From an optimization exercise on the open Yosys and OpenROAD flow, aimed at small area, a short achievable clock period and few clock cycles per item; shortcuts taken in it are not production practice.
At most, simulation tests tie the RTL to the original design; equivalence was not proved.
Power figures rest on the tool's default switching activity, not on a simulated workload.

==> flow/design.v <==
package fir_pkg;
    localparam int TAPS = 64;
    localparam int DW   = 16;
    localparam int CW   = 16;
    localparam int OW   = DW + CW + $clog2(TAPS);
    localparam int IW   = $clog2(TAPS);
    typedef logic signed [DW-1:0] sample_t;
    typedef logic signed [CW-1:0] coeff_t;
    typedef logic signed [OW-1:0] acc_t;
    typedef enum logic [1:0] {
        IDLE,
        MAC,
        DONE
    } state_t;
endpackage
module fir_coeff_rom (
    input  logic [fir_pkg::IW-1:0]        idx,
    output logic signed [fir_pkg::CW-1:0] coeff
);
    always_comb begin
        case (idx)
            6'd0: coeff =  16'sd512;
            6'd1: coeff =  16'sd496;
            6'd2: coeff =  16'sd480;
            6'd3: coeff =  16'sd464;
            6'd4: coeff =  16'sd448;
            6'd5: coeff =  16'sd432;
            6'd6: coeff =  16'sd416;
            6'd7: coeff =  16'sd400;
            6'd8: coeff =  16'sd384;
            6'd9: coeff =  16'sd368;
            6'd10: coeff =  16'sd352;
            6'd11: coeff =  16'sd336;
            6'd12: coeff =  16'sd320;
            6'd13: coeff =  16'sd304;
            6'd14: coeff =  16'sd288;
            6'd15: coeff =  16'sd272;
            6'd16: coeff =  16'sd256;
            6'd17: coeff =  16'sd240;
            6'd18: coeff =  16'sd224;
            6'd19: coeff =  16'sd208;
            6'd20: coeff =  16'sd192;
            6'd21: coeff =  16'sd176;
            6'd22: coeff =  16'sd160;
            6'd23: coeff =  16'sd144;
            6'd24: coeff =  16'sd128;
            6'd25: coeff =  16'sd112;
            6'd26: coeff =  16'sd96;
            6'd27: coeff =  16'sd80;
            6'd28: coeff =  16'sd64;
            6'd29: coeff =  16'sd48;
            6'd30: coeff =  16'sd32;
            6'd31: coeff =  16'sd16;
            6'd32: coeff =  16'sd0;
            6'd33: coeff = -16'sd16;
            6'd34: coeff = -16'sd32;
            6'd35: coeff = -16'sd48;
            6'd36: coeff = -16'sd64;
            6'd37: coeff = -16'sd80;
            6'd38: coeff = -16'sd96;
            6'd39: coeff = -16'sd112;
            6'd40: coeff = -16'sd128;
            6'd41: coeff = -16'sd144;
            6'd42: coeff = -16'sd160;
            6'd43: coeff = -16'sd176;
            6'd44: coeff = -16'sd192;
            6'd45: coeff = -16'sd208;
            6'd46: coeff = -16'sd224;
            6'd47: coeff = -16'sd240;
            6'd48: coeff = -16'sd256;
            6'd49: coeff = -16'sd272;
            6'd50: coeff = -16'sd288;
            6'd51: coeff = -16'sd304;
            6'd52: coeff = -16'sd320;
            6'd53: coeff = -16'sd336;
            6'd54: coeff = -16'sd352;
            6'd55: coeff = -16'sd368;
            6'd56: coeff = -16'sd384;
            6'd57: coeff = -16'sd400;
            6'd58: coeff = -16'sd416;
            6'd59: coeff = -16'sd432;
            6'd60: coeff = -16'sd448;
            6'd61: coeff = -16'sd464;
            6'd62: coeff = -16'sd480;
            6'd63: coeff = -16'sd496;
            default: coeff = '0;
        endcase
    end
endmodule
module fir_filter (
    input  logic                          clk,
    input  logic                          rst,
    input  logic signed [fir_pkg::DW-1:0] FIR_input,
    input  logic                          input_valid,
    output logic signed [fir_pkg::OW-1:0] FIR_output,
    output logic                          output_valid
);
    localparam int DW   = fir_pkg::DW;
    localparam int TAPS = fir_pkg::TAPS;
    localparam int TW   = 26;                 
    localparam int SW   = 22;                 
    logic signed [DW-1:0]   d [0:TAPS-1];
    logic [6:0]             cnt;              
    logic signed [TW-1:0]   t;                
    logic signed [SW-1:0]   s;                
    logic signed [TW-1:0]   y;                
    logic                   empty;            
    logic [TW-1:0]          t_new;
    logic [SW-1:0]          s_new;
    assign empty = (cnt == 7'd0);
    logic [TW-1:0] tm, sm, om, xm, tu, tv, tp, tq;
    assign tm    = empty ? '0 : t;
    assign sm    = ~(empty ? '0 : TW'(s));
    assign om    = TW'(d[TAPS-1]) << 5;
    assign xm    = TW'(FIR_input) << 5;
    assign tu    = tm ^ sm ^ om;
    assign tv    = {((tm & sm) | (tm & om) | (sm & om)), 1'b1};
    assign tp    = tu ^ tv ^ xm;
    assign tq    = {((tu & tv) | (tu & xm) | (tv & xm)), 1'b0};
    assign t_new = tp + tq;
    logic [SW-1:0] sa, so, sx, sp, sq;
    assign sa    = empty ? '0 : s;
    assign so    = ~(SW'(d[TAPS-1]));
    assign sx    = SW'(FIR_input);
    assign sp    = sa ^ so ^ sx;
    assign sq    = {((sa & so) | (sa & sx) | (so & sx)), 1'b1};
    assign s_new = sp + sq;
    always_ff @(posedge clk) begin
        y <= t_new;
        if (input_valid) begin
            d[0] <= FIR_input;
            for (int k = 1; k < TAPS-1; k++) d[k] <= d[k-1];
            t <= t_new;
            s <= s_new;
        end
    end
    always_ff @(posedge clk) begin
        if (rst)
            d[TAPS-1] <= '0;
        else if (input_valid)
            d[TAPS-1] <= (cnt >= 7'(TAPS-1)) ? d[TAPS-2] : '0;
    end
    always_ff @(posedge clk) begin
        if (rst) begin
            cnt          <= '0;
            output_valid <= 1'b0;
        end else begin
            output_valid <= input_valid;
            if (input_valid && cnt != 7'(TAPS-1)) cnt <= cnt + 7'd1;
        end
    end
    assign FIR_output = {{(fir_pkg::OW-TW-4){y[TW-1]}}, y, 4'b0000};
endmodule
Settings: LEC_CHECK=0, ABC_CLOCK_PERIOD_IN_PS=100, CAP_MARGIN=20, CORE_MARGIN=2, CORE_UTILIZATION=60, SLEW_MARGIN=20; clock period 12.0 ns.
standard.sh (not shown) runs the stock make flow with config.mk's settings and CLKGATE_MAP_FILE= SYNTH_SCRIPT=/design/flow/synth_recipe.tcl, a recipe that flattens the netlist after the stock synthesis.
==> flow/flow/run.sh <==
#!/bin/bash
# The standard layout, with these changes to how it optimises:
#  - timing repair aims well past the required period (a setup margin),
#  - resizing may change a cell's footprint (the platform pins it otherwise),
#  - port buffers start as plain buffers instead of delay cells,
#  - the clock tree has no dummy loads.
set -euo pipefail
bash standard.sh \
  SETUP_SLACK_MARGIN=8.7 \
  MATCH_CELL_FOOTPRINT=0 \
  "BUFFER_PORTS_ARGS=-buffer_cell sky130_fd_sc_hd__buf_4" \
  "CTS_ARGS=-sink_clustering_enable -repair_clock_nets -dont_use_dummy_load -sink_clustering_size 25 -sink_clustering_max_diameter 80" \
  finish > standard.log 2>&1
Testbench counts at the start, summed over its fixed seeds: cycles 2,408, items 2,400.
Next try:
--- a/flow/design.v
+++ b/flow/design.v
@@ -102,32 +102,19 @@
     logic signed [DW-1:0]   d [0:TAPS-1];
     logic [6:0]             cnt;              
     logic signed [TW-1:0]   t;                
     logic signed [SW-1:0]   s;                
     logic signed [TW-1:0]   y;                
     logic                   empty;            
-    logic [TW-1:0]          t_new;
-    logic [SW-1:0]          s_new;
+    logic signed [TW-1:0]   a, t_new;
+    logic signed [SW-1:0]   b, s_new;
     assign empty = (cnt == 7'd0);
-    logic [TW-1:0] tm, sm, om, xm, tu, tv, tp, tq;
-    assign tm    = empty ? '0 : t;
-    assign sm    = ~(empty ? '0 : TW'(s));
-    assign om    = TW'(d[TAPS-1]) << 5;
-    assign xm    = TW'(FIR_input) << 5;
-    assign tu    = tm ^ sm ^ om;
-    assign tv    = {((tm & sm) | (tm & om) | (sm & om)), 1'b1};
-    assign tp    = tu ^ tv ^ xm;
-    assign tq    = {((tu & tv) | (tu & xm) | (tv & xm)), 1'b0};
-    assign t_new = tp + tq;
-    logic [SW-1:0] sa, so, sx, sp, sq;
-    assign sa    = empty ? '0 : s;
-    assign so    = ~(SW'(d[TAPS-1]));
-    assign sx    = SW'(FIR_input);
-    assign sp    = sa ^ so ^ sx;
-    assign sq    = {((sa & so) | (sa & sx) | (so & sx)), 1'b1};
-    assign s_new = sp + sq;
+    assign a     = empty ? '0 : t - TW'(s) + (TW'(d[TAPS-1]) <<< 5);
+    assign b     = empty ? '0 : s - SW'(d[TAPS-1]);
+    assign t_new = {a[TW-1:5] + (TW-5)'(FIR_input), a[4:0]};
+    assign s_new = b + SW'(FIR_input);
     always_ff @(posedge clk) begin
         y <= t_new;
         if (input_valid) begin
             d[0] <= FIR_input;
             for (int k = 1; k < TAPS-1; k++) d[k] <= d[k-1];
             t <= t_new;
Effect:
- The new run completed with no timing, DRC or antenna violations
- setup slack got worse by 0.51 ns
- power falls by 4.1%
- via count rises by 6.1%
- count of clock-buffer cells in the layout rises by 1
- synthesized area rises by 1.9%
- design area falls by 0.60%
For the second run of this note, only the layout was checked, not whether the RTL still works.

-- re-timing with driven ports --
In the flow no input, the clock included, has a driving cell. The finished layouts below were timed again as built, in two steps.
Step 1 (the two cells are an assumption about what drives the block):
set clk [get_ports {clk}]
set_driving_cell -lib_cell sky130_fd_sc_hd__clkbuf_16 $clk
set_driving_cell -lib_cell sky130_fd_sc_hd__buf_2 [delete_from_list [all_inputs] $clk]
Step 2 times the ports against the registers' clock, not the clock port: input delays grow and output delays shrink by t, the midpoint of the rising clock arrivals with the driver on.
a / b / c = ideal ports / drivers / drivers and shift; a / b = the first two.
run | t (ns) | setup slack, ns | hold slack, ns | latest minus earliest clock arrival (ns)
the first run | 0.645 | 7.626 / 7.633 / 6.988 | 0.393 / 0.393 / 0.393 | 0.064 / 0.064
the second run | 0.664 | 7.113 / 7.113 / 6.784 | 0.360 / 0.360 / 0.360 | 0.077 / 0.076
After both steps setup and hold are still met in every run listed. The setup slack of the first run, which loses most, moves by +0.007 ns with the drivers and by -0.638 ns with both steps.
